Background: an optimization exercise with open tools, aiming at small area, a short achievable clock period and few clock cycles. Do not read the settings as production practice. At most, simulation tests tie the RTL to the original design; equivalence was not proved. The clock input has no modelled driver; a real chip could not lean on it and would need a root buffer or a full tree. Power and IR drop assume default switching activity.

// cave_cellular_automaton_step
module cave_cellular_automaton_step #(
	parameter int MAX_COLS = cca_pkg::CCA_MAX_COLS,
	parameter int MAX_ROWS = cca_pkg::CCA_MAX_ROWS
) (
	input  logic                      clk,
	input  logic                      arst_n,
	input  logic                      start,
	output logic                      busy,
	input  logic [14:0]                     req,
	output logic                      done,
	output logic [1:0]                      rsp,
	input  logic                      cfg_valid,
	output logic                      cfg_ready,
	input  logic [cca_pkg::CCA_CFG_IDX_W-1:0]  cfg_index,
	input  logic [cca_pkg::CCA_CFG_DATA_W-1:0] cfg_data
);
Size in the first run: about 3,500 cells after synthesis, ~1,300 flip-flops, about 52,000 um2 of cells after synthesis.
==> module cave_cellular_automaton_step, before the edit <==
module cave_cellular_automaton_step #(
	parameter int MAX_COLS = cca_pkg::CCA_MAX_COLS,
	parameter int MAX_ROWS = cca_pkg::CCA_MAX_ROWS
) (
	input  logic                      clk,
	input  logic                      arst_n,
	input  logic                      start,
	output logic                      busy,
	input  logic [14:0]                     req,
	output logic                      done,
	output logic [1:0]                      rsp,
	input  logic                      cfg_valid,
	output logic                      cfg_ready,
	input  logic [cca_pkg::CCA_CFG_IDX_W-1:0]  cfg_index,
	input  logic [cca_pkg::CCA_CFG_DATA_W-1:0] cfg_data
);
	localparam int NG  = MAX_COLS / 2;    
	localparam int GW  = 2 * MAX_ROWS;    
	localparam int GAW = $clog2(NG);
	localparam int BW  = $clog2(GW);
	logic [1:0] req_cmd;
	logic [6:0] req_col;
	logic [4:0] req_row;
	logic       req_wall;
	assign req_cmd  = req[14:13];
	assign req_col  = req[12:6];
	assign req_row  = req[5:1];
	assign req_wall = req[0];
	localparam logic [6:0] UC_RST = 7'(MAX_COLS);
	localparam logic [4:0] UR_RST = 5'(MAX_ROWS);
	localparam logic [4:0] KS_RST = 5'd12;   
	localparam logic [4:0] KB_RST = 5'd13;   
	logic [6:0]          ucx_q;       
	logic [4:0]          urx_q;       
	logic [4:0]          ksx_q;       
	logic [4:0]          kbx_q;       
	logic [6:0]          used_cols;
	logic [MAX_ROWS-1:0] row_ok;
	logic [4:0]          ks, kb;
	logic [4:0]          used_rows;
	logic [5:0]          used_grps;
	assign used_rows = urx_q ^ UR_RST;
	always_comb begin
		for (int r = 0; r < MAX_ROWS; r++) begin
			row_ok[r] = (5'(r) < used_rows);
		end
	end
	assign used_cols = ucx_q ^ UC_RST;
	assign ks        = ksx_q ^ KS_RST;
	assign kb        = kbx_q ^ KB_RST;
	assign used_grps = 6'((7'(used_cols) + 7'd1) >> 1);
	always_ff @(posedge clk or negedge arst_n) begin
		if (!arst_n) begin
			ucx_q     <= '0;
			urx_q     <= '0;
			ksx_q     <= '0;
			kbx_q     <= '0;
		end else if (cfg_valid) begin
			case (cfg_index)
				2'd0: ucx_q     <= ((cfg_data > 8'(MAX_COLS)) ? 7'(MAX_COLS) : cfg_data[6:0]) ^ UC_RST;
				2'd1: urx_q     <= ((cfg_data[5:0] > 6'(MAX_ROWS)) ? 5'(MAX_ROWS) : cfg_data[4:0]) ^ UR_RST;
				2'd2: ksx_q     <= cca_kvec(cfg_data[3:0]) ^ KS_RST;
				default: kbx_q  <= cca_kvec(cfg_data[3:0]) ^ KB_RST;
			endcase
		end
	end
	function automatic logic [4:0] cca_kvec(input logic [3:0] t);
		logic [3:0] tc;
		tc = (t > 4'd9) ? 4'd9 : t;
		cca_kvec = (tc == 4'd0) ? 5'b11000 : {1'b0, 4'(5'd16 - 5'(tc))};
	endfunction
	assign cfg_ready = 1'b1;
	logic           busy_q, busy_out_q, gen_q;
	logic [5:0]     tcnt_q;
	logic           accept, acc_gen, in_range1;
	logic           v1_q, wall1_q;
	logic [1:0]     cmd1_q;
	logic [6:0]     col1_q;
	logic [4:0]     row1_q;
	logic           v2_q, rd2_q, err2_q, wall2_q;
	logic           col2_q;                 
	logic [3:0]     row2_q;                 
	logic           done_q;
	logic [1:0]     rsp_q;
	logic [NG-1:0]  sel_q;
	logic           we_q, wgen_q;
	logic [GAW-1:0] wgrp_q;
	logic           c1ok_q;
	assign accept    = start && !busy_q;
	assign acc_gen   = accept && (req_cmd == 2'd1);
	assign in_range1 = (col1_q < used_cols) && !row1_q[4] && row_ok[row1_q[3:0]];
	assign busy      = busy_out_q;
	assign done      = done_q;
	assign rsp       = rsp_q;
	logic [GW-1:0]       grp_rd, merged, wdata, new_cells, cell2;
	logic [GW-1:0]       r2_q, cur_q, new_q;
	logic [MAX_ROWS-1:0] prev_q;
	logic [GAW-1:0]      rgrp;
	always_ff @(posedge clk or negedge arst_n) begin
		if (!arst_n) begin
			busy_q     <= 1'b0;
			busy_out_q <= 1'b0;
			gen_q      <= 1'b0;
			we_q       <= 1'b0;
		end else begin
			busy_q <= acc_gen || (busy_q && (tcnt_q <= used_grps));
			busy_out_q <= (start && !busy_out_q && (req_cmd == 2'd1)) ||
			              (busy_out_q && !(tcnt_q > used_grps));
			gen_q  <= acc_gen || busy_q;
			we_q   <= (gen_q && (tcnt_q >= 6'd3)) ||
			          (v1_q && (cmd1_q == 2'd0) && in_range1);
		end
	end
	always_ff @(posedge clk) begin
		tcnt_q <= busy_q ? tcnt_q + 6'd1 : 6'd0;
		if (busy_q) begin
			sel_q <= ((tcnt_q + 6'd1) < used_grps) ? {sel_q[NG-2:0], 1'b0} : '0;
		end else if (req_cmd == 2'd1) begin
			sel_q <= NG'(1);
		end else begin
			sel_q <= NG'(1) << req_col[GAW:1];
		end
		wgen_q <= gen_q;
		wgrp_q <= gen_q ? GAW'(tcnt_q - 6'd3) : col1_q[GAW:1];
		c1ok_q <= ({tcnt_q, 1'b0} <= used_cols);
		cur_q  <= r2_q;
		prev_q <= (tcnt_q == 6'd1) ? '0 : cur_q[GW-1:MAX_ROWS];
		new_q  <= new_cells;
	end
	always_ff @(posedge clk or negedge arst_n) begin
		if (!arst_n) begin
			v1_q   <= 1'b0;
			v2_q   <= 1'b0;
			done_q <= 1'b0;
		end else begin
			v1_q   <= accept && (req_cmd != 2'd1);
			v2_q   <= v1_q;
			done_q <= v2_q || (gen_q && !busy_q);
		end
	end
	always_ff @(posedge clk) begin
		cmd1_q  <= req_cmd;
		col1_q  <= req_col;
		row1_q  <= req_row;
		wall1_q <= req_wall;
		rd2_q   <= (cmd1_q == 2'd2) && in_range1;
		err2_q  <= !cmd1_q[0] && !in_range1;
		wall2_q <= wall1_q;
		col2_q  <= col1_q[0];
		row2_q  <= row1_q[3:0];
		rsp_q   <= v2_q ? {rd2_q && |(r2_q & cell2), err2_q} : 2'b00;
	end
	always_comb begin
		cell2  = GW'(1) << {col2_q, row2_q};
		merged = (r2_q & ~cell2) | (cell2 & {GW{wall2_q}});
		wdata  = wgen_q ? new_q : merged;
		rgrp   = gen_q ? GAW'(tcnt_q) : col1_q[GAW:1];
	end
	always_ff @(posedge clk) begin
		r2_q <= (we_q && (wgrp_q == rgrp)) ? wdata : grp_rd;
	end
	cca_ram #(
		.NG (NG),
		.GW (GW)
	) u_grid (
		.clk   (clk),
		.we    (we_q),
		.wgrp  (wgrp_q),
		.wdata (wdata),
		.rsel  (sel_q),
		.rdata (grp_rd)
	);
	cca_window #(
		.ROWS (MAX_ROWS)
	) u_rule (
		.clk         (clk),
		.prev        (prev_q),
		.cur         (cur_q),
		.next        (r2_q[MAX_ROWS-1:0]),
		.row_ok      (row_ok),
		.c1_ok       (c1ok_q),
		.ks          (ks),
		.kb          (kb),
		.new_cells   (new_cells)
	);
endmodule
Settings: LEC_CHECK=0, CAP_MARGIN=20, CORE_MARGIN=2, CORE_UTILIZATION=45, CTS_CLUSTER_DIAMETER=100, CTS_CLUSTER_SIZE=24, PLACE_DENSITY=0.6, SETUP_SLACK_MARGIN=4.5, SLEW_MARGIN=20; clock period 7.0 ns.
run.sh (not shown) runs the stock make flow with config.mk's settings and CLKGATE_MAP_FILE= SYNTH_SCRIPT=/design/flow/synth_recipe.tcl, a recipe that flattens the netlist after the stock synthesis.
The starting point completed with no timing, DRC or antenna violations.
Rerun with:
--- a/flow/design.v
+++ b/flow/design.v
@@ -221,5 +221,5 @@
 	logic           v2_q, rd2_q, err2_q, wall2_q;
 	logic           col2_q;                 
-	logic [3:0]     row2_q;                 
+	logic [MAX_ROWS-1:0] row2_q;            
 	logic           done_q;
 	logic [1:0]     rsp_q;
@@ -289,9 +289,9 @@
 		wall2_q <= wall1_q;
 		col2_q  <= col1_q[0];
-		row2_q  <= row1_q[3:0];
+		row2_q  <= MAX_ROWS'(1) << row1_q[3:0];
 		rsp_q   <= v2_q ? {rd2_q && |(r2_q & cell2), err2_q} : 2'b00;
 	end
 	always_comb begin
-		cell2  = GW'(1) << {col2_q, row2_q};
+		cell2  = col2_q ? {row2_q, MAX_ROWS'(0)} : {MAX_ROWS'(0), row2_q};
 		merged = (r2_q & ~cell2) | (cell2 & {GW{wall2_q}});
 		wdata  = wgen_q ? new_q : merged;
=> The new run produced a clean layout; core utilization is lower by 0.81 points; total power is higher by 13%; setup slack improves by 26 ps; sequential share of layout area is higher by 0.30 points; count of clock-buffer cells in the layout is higher by 11; global-route usage is lower by 0.11 points; die area is higher by 2.0%.
Testbench counts after the change, summed over its fixed seeds: cycles 12,496.
No functional check of the RTL was part of the first run of this note.

* * *

Another version of the RTL of cave_cellular_automaton_step (not shown whole).
For scale: ~1400 flip-flops, about 34 I/O pins.
==> module cca_window, before the edit <==
module cca_window #(
	parameter int ROWS = 16
) (
	input  logic              clk,
	input  logic [ROWS-1:0]   prev,
	input  logic [2*ROWS-1:0] cur,
	input  logic [ROWS-1:0]   next,
	input  logic [ROWS-1:0]   row_ok,
	input  logic              c1_ok,
	input  logic [4:0]        ks,
	input  logic [4:0]        kb,
	output logic [2*ROWS-1:0] new_cells
);
	logic [ROWS+1:0] vp, v0, v1, vn;
	assign vp = {1'b0, prev, 1'b0};
	assign v0 = {1'b0, cur[ROWS-1:0], 1'b0};
	assign v1 = {1'b0, cur[2*ROWS-1:ROWS] & {ROWS{c1_ok}}, 1'b0};
	assign vn = {1'b0, next, 1'b0};
	logic [ROWS+1:0] hs0, hc0, hs1, hc1, rmask;
	assign rmask = {1'b0, row_ok, 1'b0};
	assign hs0 = (vp ^ v0 ^ v1) & rmask;
	assign hc0 = ((vp & v0) | (vp & v1) | (v0 & v1)) & rmask;
	assign hs1 = (v0 ^ v1 ^ vn) & rmask;
	assign hc1 = ((v0 & v1) | (v0 & vn) | (v1 & vn)) & rmask;
	logic [2*ROWS-1:0] s1_q, k1_q;
	logic [ROWS-1:0]   hc0_q, hc1_q;
	logic [ROWS-1:0]   c0_q;
	logic              c1ok_q;
	always_ff @(posedge clk) begin
		for (int r = 0; r < ROWS; r++) begin
			s1_q[r]      <= hs0[r] ^ hs0[r+2] ^ vp[r+1];
			k1_q[r]      <= cca_maj(hs0[r], hs0[r+2], vp[r+1]);
			s1_q[ROWS+r] <= hs1[r] ^ hs1[r+2] ^ v0[r+1];
			k1_q[ROWS+r] <= cca_maj(hs1[r], hs1[r+2], v0[r+1]);
		end
		hc0_q  <= hc0[ROWS:1];
		hc1_q  <= hc1[ROWS:1];
		c0_q   <= cur[ROWS-1:0];
		c1ok_q <= c1_ok;
	end
	logic [ROWS+1:0] hc0p, hc1p;
	logic [ROWS-1:0] c1, c1m, nx;
	assign hc0p = {1'b0, hc0_q, 1'b0};
	assign hc1p = {1'b0, hc1_q, 1'b0};
	assign c1   = prev;
	assign c1m  = prev & {ROWS{c1ok_q}};
	assign nx   = cur[ROWS-1:0];
	for (genvar r = 0; r < ROWS; r++) begin : g_row
		assign new_cells[r] = !row_ok[r] ? c0_q[r] :
			cca_rule(s1_q[r], k1_q[r], hc0p[r], hc0p[r+2], c1m[r], c0_q[r], ks, kb);
		assign new_cells[ROWS+r] = !(row_ok[r] && c1ok_q) ? c1[r] :
			cca_rule(s1_q[ROWS+r], k1_q[ROWS+r], hc1p[r], hc1p[r+2], nx[r], c1[r], ks, kb);
	end
	function automatic logic cca_maj(input logic a, input logic b, input logic c);
		cca_maj = (a & b) | (a & c) | (b & c);
	endfunction
	function automatic logic cca_rule(
		input logic s1, input logic c1, input logic uc, input logic dc,
		input logic r, input logic ctr,
		input logic [4:0] ks, input logic [4:0] kb
	);
		logic s2, c2, gs, gb;
		s2 = uc ^ dc ^ c1;
		c2 = cca_maj(uc, dc, c1);
		gs = cca_maj(cca_maj(c2, cca_maj(s2, cca_maj(s1, r, ks[0]), ks[1]), ks[2]), ks[3], ks[4]);
		gb = cca_maj(cca_maj(c2, cca_maj(s2, cca_maj(s1, r, kb[0]), kb[1]), kb[2]), kb[3], kb[4]);
		cca_rule = ctr ? gs : gb;
	endfunction
endmodule
clock: 7.0 ns
lec_check: 0
cap_margin: 20
core_margin: 2
core_utilization: 45
cts_cluster_diameter: 100
cts_cluster_size: 24
place_density: 0.6
setup_slack_margin: 4.6
slew_margin: 20
standard.sh (not shown) runs the stock make flow with config.mk's settings and CLKGATE_MAP_FILE= SYNTH_SCRIPT=/design/flow/synth_recipe.tcl, a recipe that flattens the netlist after the stock synthesis.
==> flow/flow/run.sh <==
#!/bin/bash
# The standard layout (standard.sh) with its own clock tree: synthesis,
# floorplan and placement as standard; then flow/cts_custom.tcl builds the
# clock tree and repairs timing as ORFS's CTS step does; then the standard
# steps from global routing to the end. Port buffers are buf_2 cells.
set -euo pipefail
export BUFFER_PORTS_ARGS="-buffer_cell sky130_fd_sc_hd__buf_2"
bash standard.sh place > standard_place.log 2>&1
bash standard.sh run RUN_SCRIPT="$PWD/flow/cts_custom.tcl" RUN_LOG_NAME_STEM=4_1_cts > cts_custom.log 2>&1
bash standard.sh > standard_finish.log 2>&1
Other scripts of this flow, unchanged in this note and not shown: flow/flow/cts_custom.tcl
The baseline finished with timing, DRC and antenna clean.
Testbench counts at the start, summed over its fixed seeds: cycles 12,496.
Change:
--- a/flow/design.v
+++ b/flow/design.v
@@ -81,22 +81,21 @@
 	input  logic              c1_ok,
 	input  logic [4:0]        ks,
 	input  logic [4:0]        kb,
 	output logic [2*ROWS-1:0] new_cells
 );
 	logic [ROWS+1:0] vp, v0, v1, vn;
-	assign vp = {1'b0, prev, 1'b0};
-	assign v0 = {1'b0, cur[ROWS-1:0], 1'b0};
-	assign v1 = {1'b0, cur[2*ROWS-1:ROWS] & {ROWS{c1_ok}}, 1'b0};
-	assign vn = {1'b0, next, 1'b0};
-	logic [ROWS+1:0] hs0, hc0, hs1, hc1, rmask;
-	assign rmask = {1'b0, row_ok, 1'b0};
-	assign hs0 = (vp ^ v0 ^ v1) & rmask;
-	assign hc0 = ((vp & v0) | (vp & v1) | (v0 & v1)) & rmask;
-	assign hs1 = (v0 ^ v1 ^ vn) & rmask;
-	assign hc1 = ((v0 & v1) | (v0 & vn) | (v1 & vn)) & rmask;
+	assign vp = {1'b0, prev & row_ok, 1'b0};
+	assign v0 = {1'b0, cur[ROWS-1:0] & row_ok, 1'b0};
+	assign v1 = {1'b0, cur[2*ROWS-1:ROWS] & row_ok & {ROWS{c1_ok}}, 1'b0};
+	assign vn = {1'b0, next & row_ok, 1'b0};
+	logic [ROWS+1:0] hs0, hc0, hs1, hc1;
+	assign hs0 = vp ^ v0 ^ v1;
+	assign hc0 = (vp & v0) | (vp & v1) | (v0 & v1);
+	assign hs1 = v0 ^ v1 ^ vn;
+	assign hc1 = (v0 & v1) | (v0 & vn) | (v1 & vn);
 	logic [2*ROWS-1:0] s1_q, k1_q;
 	logic [ROWS-1:0]   hc0_q, hc1_q;
 	logic [ROWS-1:0]   c0_q;
 	logic              c1ok_q;
 	always_ff @(posedge clk) begin
 		for (int r = 0; r < ROWS; r++) begin
Result: Die area barely changes. Wire length barely changes. Flip-flop and latch count stays the same. Final area grows slightly. Global-route usage hardly moves. Sequential power is about the same.
Testbench counts after the change, summed over its fixed seeds: cycles 12,496.
No run of this note takes its clock network from TritonCTS; it comes from the design's own scripts or RTL.

* * *

Another version of the RTL of cave_cellular_automaton_step (not shown whole).
Size: about 1,300 flip-flops, ~34 I/O pins, roughly 53,000 µm² of cells after synthesis.
clock: 7.0 ns
lec_check: 0
cap_margin: 20
core_margin: 2
core_utilization: 45
place_density: 0.6
setup_slack_margin: 4.3
slew_margin: 20
run.sh (not shown) runs the stock make flow with config.mk's settings and CLKGATE_MAP_FILE= SYNTH_SCRIPT=/design/flow/synth_recipe.tcl, a recipe that flattens the netlist after the stock synthesis.
Stock flow here: none of the scripts above is used.
The baseline produced a clean layout.
Testbench counts at the start, summed over its fixed seeds: cycles 12,496.
Then changed:
--- a/flow/design.v
+++ b/flow/design.v
@@ -66,61 +66,44 @@
 		rdata = '0;
 		for (int g = 0; g < NG; g++) begin
 			rdata = rdata | (mem_q[g] & {GW{rsel[g]}});
 		end
 	end
 endmodule
 `timescale 1ns / 1ps
 module cca_window #(
 	parameter int ROWS = 16
 ) (
-	input  logic              clk,
 	input  logic [ROWS-1:0]   prev,
 	input  logic [2*ROWS-1:0] cur,
 	input  logic [ROWS-1:0]   next,
 	input  logic [ROWS-1:0]   row_ok,
 	input  logic              c1_ok,
 	input  logic [4:0]        ks,
 	input  logic [4:0]        kb,
 	output logic [2*ROWS-1:0] new_cells
 );
 	logic [ROWS+1:0] vp, v0, v1, vn;
 	assign vp = {1'b0, prev & row_ok, 1'b0};
 	assign v0 = {1'b0, cur[ROWS-1:0] & row_ok, 1'b0};
 	assign v1 = {1'b0, cur[2*ROWS-1:ROWS] & row_ok & {ROWS{c1_ok}}, 1'b0};
 	assign vn = {1'b0, next & row_ok, 1'b0};
-	logic [ROWS-1:0] hs0_q, hc0_q, hs1_q, hc1_q;
-	logic [ROWS-1:0] p_q, c0_q;
-	logic            c1ok_q;
-	always_ff @(posedge clk) begin
-		hs0_q  <= vp[ROWS:1] ^ v0[ROWS:1] ^ v1[ROWS:1];
-		hc0_q  <= (vp[ROWS:1] & v0[ROWS:1]) | (vp[ROWS:1] & v1[ROWS:1]) | (v0[ROWS:1] & v1[ROWS:1]);
-		hs1_q  <= v0[ROWS:1] ^ v1[ROWS:1] ^ vn[ROWS:1];
-		hc1_q  <= (v0[ROWS:1] & v1[ROWS:1]) | (v0[ROWS:1] & vn[ROWS:1]) | (v1[ROWS:1] & vn[ROWS:1]);
-		p_q    <= prev;
-		c0_q   <= cur[ROWS-1:0];
-		c1ok_q <= c1_ok;
-	end
 	logic [ROWS+1:0] hs0, hc0, hs1, hc1;
-	logic [ROWS-1:0] c1, c1m, nx;
-	assign hs0 = {1'b0, hs0_q, 1'b0};
-	assign hc0 = {1'b0, hc0_q, 1'b0};
-	assign hs1 = {1'b0, hs1_q, 1'b0};
-	assign hc1 = {1'b0, hc1_q, 1'b0};
-	assign c1  = prev;
-	assign c1m = prev & {ROWS{c1ok_q}};
-	assign nx  = cur[ROWS-1:0];
+	assign hs0 = vp ^ v0 ^ v1;
+	assign hc0 = (vp & v0) | (vp & v1) | (v0 & v1);
+	assign hs1 = v0 ^ v1 ^ vn;
+	assign hc1 = (v0 & v1) | (v0 & vn) | (v1 & vn);
 	for (genvar r = 0; r < ROWS; r++) begin : g_row
-		assign new_cells[r] = !row_ok[r] ? c0_q[r] :
-			cca_rule(hs0[r], hc0[r], hs0[r+2], hc0[r+2], p_q[r], c1m[r], c0_q[r], ks, kb);
-		assign new_cells[ROWS+r] = !(row_ok[r] && c1ok_q) ? c1[r] :
-			cca_rule(hs1[r], hc1[r], hs1[r+2], hc1[r+2], c0_q[r], nx[r], c1[r], ks, kb);
+		assign new_cells[r] = !row_ok[r] ? cur[r] :
+			cca_rule(hs0[r], hc0[r], hs0[r+2], hc0[r+2], vp[r+1], v1[r+1], cur[r], ks, kb);
+		assign new_cells[ROWS+r] = !(row_ok[r] && c1_ok) ? cur[ROWS+r] :
+			cca_rule(hs1[r], hc1[r], hs1[r+2], hc1[r+2], v0[r+1], vn[r+1], cur[ROWS+r], ks, kb);
 	end
 	function automatic logic cca_maj(input logic a, input logic b, input logic c);
 		cca_maj = (a & b) | (a & c) | (b & c);
 	endfunction
 	function automatic logic cca_rule(
 		input logic us, input logic uc, input logic ds, input logic dc,
 		input logic l, input logic r, input logic ctr,
 		input logic [4:0] ks, input logic [4:0] kb
 	);
 		logic s1, c1, s2, c2, gs, gb;
@@ -230,35 +213,35 @@
 	logic [GW-1:0]       r2_q, cur_q, new_q;
 	logic [MAX_ROWS-1:0] prev_q;
 	logic                we;
 	logic [GAW-1:0]      wgrp, rgrp;
 	always_ff @(posedge clk or negedge arst_n) begin
 		if (!arst_n) begin
 			busy_q <= 1'b0;
 			gen_q  <= 1'b0;
 			gwe_q  <= 1'b0;
 		end else begin
-			busy_q <= acc_gen || (busy_q && (tcnt_q <= used_grps));
+			busy_q <= acc_gen || (busy_q && (tcnt_q < used_grps));
 			gen_q  <= acc_gen || busy_q;
-			gwe_q  <= gen_q && (tcnt_q >= 6'd3);
+			gwe_q  <= gen_q && (tcnt_q >= 6'd2);
 		end
 	end
 	always_ff @(posedge clk) begin
 		tcnt_q <= busy_q ? tcnt_q + 6'd1 : 6'd0;
 		if (busy_q) begin
 			sel_q <= ((tcnt_q + 6'd1) < used_grps) ? {sel_q[NG-2:0], 1'b0} : '0;
 		end else if (req_cmd == 2'd1) begin
 			sel_q <= NG'(1);
 		end else begin
 			sel_q <= NG'(1) << req_col[GAW:1];
 		end
-		ggrp_q <= GAW'(tcnt_q - 6'd3);
+		ggrp_q <= GAW'(tcnt_q - 6'd2);
 		c1ok_q <= ({tcnt_q, 1'b0} <= used_cols);
 		cur_q  <= r2_q;
 		prev_q <= (tcnt_q == 6'd1) ? '0 : cur_q[GW-1:MAX_ROWS];
 		new_q  <= new_cells;
 	end
 	always_ff @(posedge clk or negedge arst_n) begin
 		if (!arst_n) begin
 			v1_q   <= 1'b0;
 			v2_q   <= 1'b0;
 			done_q <= 1'b0;
@@ -301,21 +284,20 @@
 		.clk   (clk),
 		.we    (we),
 		.wgrp  (wgrp),
 		.wdata (wdata),
 		.rsel  (sel_q),
 		.rdata (grp_rd)
 	);
 	cca_window #(
 		.ROWS (MAX_ROWS)
 	) u_rule (
-		.clk         (clk),
 		.prev        (prev_q),
 		.cur         (cur_q),
 		.next        (r2_q[MAX_ROWS-1:0]),
 		.row_ok      (row_ok),
 		.c1_ok       (c1ok_q),
 		.ks          (ks),
 		.kb          (kb),
 		.new_cells   (new_cells)
 	);
 endmodule
What happened: Power increases by 4.6%. Count of clock-buffer cells in the layout decreases by 16. Synthesized area decreases by 3.4%. Setup slack is worse by 0.69 ns. Routed wire length decreases by 4.6%. Sequential share of layout area decreases by 1.4 points. Design area decreases by 2.9%. Hold slack is worse by 0.0071 ns. First-iteration DRC count decreases by 13%. Final cell count decreases by 0.56%. Synthesized cell count decreases by 2.1%. Die area decreases by 3.3%. Non-clock buffer count increases by 102.
For the second run of this note, only the layout was checked, not whether the RTL still works.

afterwards: timing with drivers on the ports:
Ports are ideal in the flow. The routed layouts listed here were re-timed in OpenROAD. Step 1, drivers: a clkbuf_16 drives clk and a buf_2 each remaining input, both assumed. Step 2, shift: input delay + t, output delay - t, t = (earliest + latest rising clock arrival at the registers) / 2. This alone moves slack from input paths to output paths. Slacks: no drivers / after step 1 / after step 2; pairs: no drivers / after step 1.
| run | shift t [ns] | setup WS [ns] | worst setup path after step 2 | slew at the worst register clock pin (ns) | worst data-port slew with drivers (ns) |
|---|---|---|---|---|---|
| the first run of note 1 | 0.740 | 4.394 / 4.325 / 3.893 | input to register | 0.11 / 0.11 | 0.04 |
| the second run of note 1 | 0.744 | 4.420 / 4.344 / 3.876 | input to register | 0.12 / 0.12 | 0.04 |
| the first run of note 2 | 0.620 | 4.572 / 4.450 / 4.308 | input to register | 0.10 / 0.10 | 0.03 |
| the second run of note 2 | 0.634 | 4.540 / 4.429 / 4.236 | input to register | 0.10 / 0.10 | 0.03 |
| the first run of note 3 | 0.841 | 4.254 / 4.176 / 3.658 | input to register | 0.07 / 0.07 | 0.05 |
| the second run of note 3 | 0.810 | 3.569 / 3.569 / 3.569 | register to register | 0.06 / 0.06 | 0.05 |
After both steps setup and hold are still met in every run listed. The setup slack of the first run of note 3, which loses most, moves by -0.078 ns with the drivers and by -0.596 ns with both steps.
